This is an optimization exercise on Yosys and OpenROAD, whose aim is small area, a short achievable clock period and few clock cycles, not a production implementation. Function was checked by simulation only, so behaviour that the tests miss may differ from the original. Power figures rest on the tool's default switching activity, not on a simulated workload.

== run 1 ==
## pairwise_genotype_tract_lengths
module pairwise_genotype_tract_lengths
(
    input  logic                          clk,
    input  logic                          rst_n,
    input  logic                          cfg_valid,
    output logic                          cfg_ready,
    input  logic [pgtl_pkg::POS_W-1:0]    cfg_long_tract_min,
    input  logic                          site_valid,
    output logic                          site_ready,
    input  logic                          site_new_scaffold,
    input  logic                          site_is_indel,
    input  logic [pgtl_pkg::POS_W-1:0]    site_position,
    input  logic [pgtl_pkg::GENO_W-1:0]   site_genotypes,
    output logic                          result_valid,
    input  logic                          result_ready,
    output logic [pgtl_pkg::SAMPLE_W-1:0] result_first_sample,
    output logic [pgtl_pkg::SAMPLE_W-1:0] result_second_sample,
    output logic [pgtl_pkg::POS_W-1:0]    result_tract_length,
    output logic                          result_long_tract,
    output logic                          result_last_of_site
);
==> flow/config.mk <==
export PLATFORM = sky130hd
export DESIGN_NAME = pairwise_genotype_tract_lengths
export DESIGN_NICKNAME = pairwise_genotype_tract_lengths
export VERILOG_FILES = /design/flow/design.v
export SDC_FILE = /design/flow/constraint.sdc
export NUM_CORES = 4
export LEC_CHECK = 0
export CAP_MARGIN = 20
export CORE_MARGIN = 2
export CORE_UTILIZATION = 60
export CTS_CLUSTER_DIAMETER = 80
export CTS_CLUSTER_SIZE = 25
export SETUP_SLACK_MARGIN = 3.3
export SLEW_MARGIN = 20
==> flow/constraint.sdc <==
create_clock -name core_clock -period 5.5 [get_ports {clk}]
set_input_delay 1.1000 -clock core_clock [delete_from_list [all_inputs] [get_ports {clk}]]
set_output_delay 1.1000 -clock core_clock [all_outputs]
set_load 0.01 [all_outputs]
run.sh (not shown) runs the stock make flow with config.mk's settings and CLKGATE_MAP_FILE= SYNTH_SCRIPT=/design/flow/synth_recipe.tcl, a recipe that flattens the netlist after the stock synthesis.
Run 1: done, clean on timing, DRC and antenna
Testbench counts of run 1, summed over its fixed seeds: cycles 25,635.
### run 1 -> run 2
# run 1
export LEC_CHECK = 0
export CAP_MARGIN = 20
export CORE_MARGIN = 2
export CORE_UTILIZATION = 60
export CTS_CLUSTER_DIAMETER = 80
export CTS_CLUSTER_SIZE = 25
export SETUP_SLACK_MARGIN = 3.3
export SLEW_MARGIN = 20
create_clock -name core_clock -period 5.5 [get_ports {clk}]
# run 2
export LEC_CHECK = 0
export CAP_MARGIN = 20
export CORE_MARGIN = 2
export CORE_UTILIZATION = 65
export CTS_CLUSTER_DIAMETER = 80
export CTS_CLUSTER_SIZE = 25
export SETUP_SLACK_MARGIN = 3.6
export SLEW_MARGIN = 20
create_clock -name core_clock -period 5.5 [get_ports {clk}]
- Re post-synth net total: no difference whatsoever between run 2 and run 1.
- Compared with run 1, run 2 instantiates a larger number of cells.
- On run 2: net switching power is 7.1% higher than what run 1 gave.
- Cmp run 2 vs run 1: via density per instance higher in run 2
- From run 1 to run 2 the numbers moved as follows: sum of routed wire segments on met1 now smaller; total wire length after detailed routing climbed 3.2%; proportion of cell area occupied by multi-input gates held.
Relative to run 2, the following input files were edited for run 3:
# run 2
export LEC_CHECK = 0
export CAP_MARGIN = 20
export CORE_MARGIN = 2
export CORE_UTILIZATION = 65
export CTS_CLUSTER_DIAMETER = 80
export CTS_CLUSTER_SIZE = 25
export SETUP_SLACK_MARGIN = 3.6
export SLEW_MARGIN = 20
create_clock -name core_clock -period 5.5 [get_ports {clk}]
# run 3
export LEC_CHECK = 0
export CAP_MARGIN = 20
export CORE_MARGIN = 2
export CORE_UTILIZATION = 65
export CTS_CLUSTER_DIAMETER = 80
export CTS_CLUSTER_SIZE = 25
export SETUP_SLACK_MARGIN = 3.3
export SLEW_MARGIN = 20
create_clock -name core_clock -period 5.5 [get_ports {clk}]
Findings:
- Comparing run 2 with run 3, the biggest cell delay along the critical path came out essentially unchanged.
- Run 2 → run 3: met3 usage dropped 7.4 points, global router's overall resource usage dropped 4.7 points, post-placement cell area barely changed.
- The hold slack in run 3 sits 0.0079 ns below the value recorded for run 2.
- On minimum clock period after layout, the higher figure sits with run 3, not run 2.
- NOTE count of non-CTS buffers in the layout run 2->run 3 decreased by more than a quarter
diff inputs: run 3 => run 4
# run 3
export LEC_CHECK = 0
export CAP_MARGIN = 20
export CORE_MARGIN = 2
export CORE_UTILIZATION = 65
export CTS_CLUSTER_DIAMETER = 80
export CTS_CLUSTER_SIZE = 25
export SETUP_SLACK_MARGIN = 3.3
export SLEW_MARGIN = 20
create_clock -name core_clock -period 5.5 [get_ports {clk}]
# run 4
export LEC_CHECK = 0
export CAP_MARGIN = 20
export CORE_MARGIN = 2
export CORE_UTILIZATION = 65
export CTS_CLUSTER_DIAMETER = 80
export CTS_CLUSTER_SIZE = 25
export SETUP_SLACK_MARGIN = 3.0
export SLEW_MARGIN = 20
create_clock -name core_clock -period 5.5 [get_ports {clk}]
--- outcome ---
The lower count of cell instances traversed by the critical path of run 4 and run 3 is in run 4.
Delta (run 4 minus run 3): met1 global-route usage picked up an extra 1.2 points; total power went down; proportion of layout cells with a drive suffix above 1 dropped 2.7 points.
Sequential share of layout area: run 4 higher than run 3
| wire length | run 3 vs run 4 | ≈ equal |
Final critical-path setup slack, run 4 and run 3, higher one = run 3.
Re shortest period the worst path allows: run 4 is 0.016 ns up on run 3.
Pin count of the biggest net entering global routing, run 4 and run 3: higher on run 3
As far as placement-stage cell area is concerned, run 3 and run 4 perform about the same.

-- re-timing with driven ports --
In the flow no input, the clock included, has a driving cell. The finished layouts below were timed again as built, in two steps.
Step 1, drivers: a clkbuf_16 drives clk and a buf_2 each remaining input, both assumed.
Step 2 adds t to the input delays and takes it off the output delays; t is the mean of the earliest and latest rising clock arrival at the registers after step 1. Input paths then give back, and output paths get back, about the clock's delay inside the block.
Slacks: ideal ports / drivers / drivers and shift; pairs: ideal ports / drivers.
run	t (ns)	setup WS [ns]	worst register clock-pin slew, ns
run 1	0.752	2.921 / 2.921 / 2.555	0.10 / 0.10
run 2	0.750	2.966 / 2.966 / 2.660	0.11 / 0.11
run 3	0.754	2.949 / 2.949 / 2.608	0.11 / 0.11
run 4	0.748	2.933 / 2.933 / 2.282	0.10 / 0.10
After both steps setup and hold are still met in every run listed. The setup slack of run 4, which loses most, moves by 0.000 ns with the drivers and by -0.651 ns with both steps.
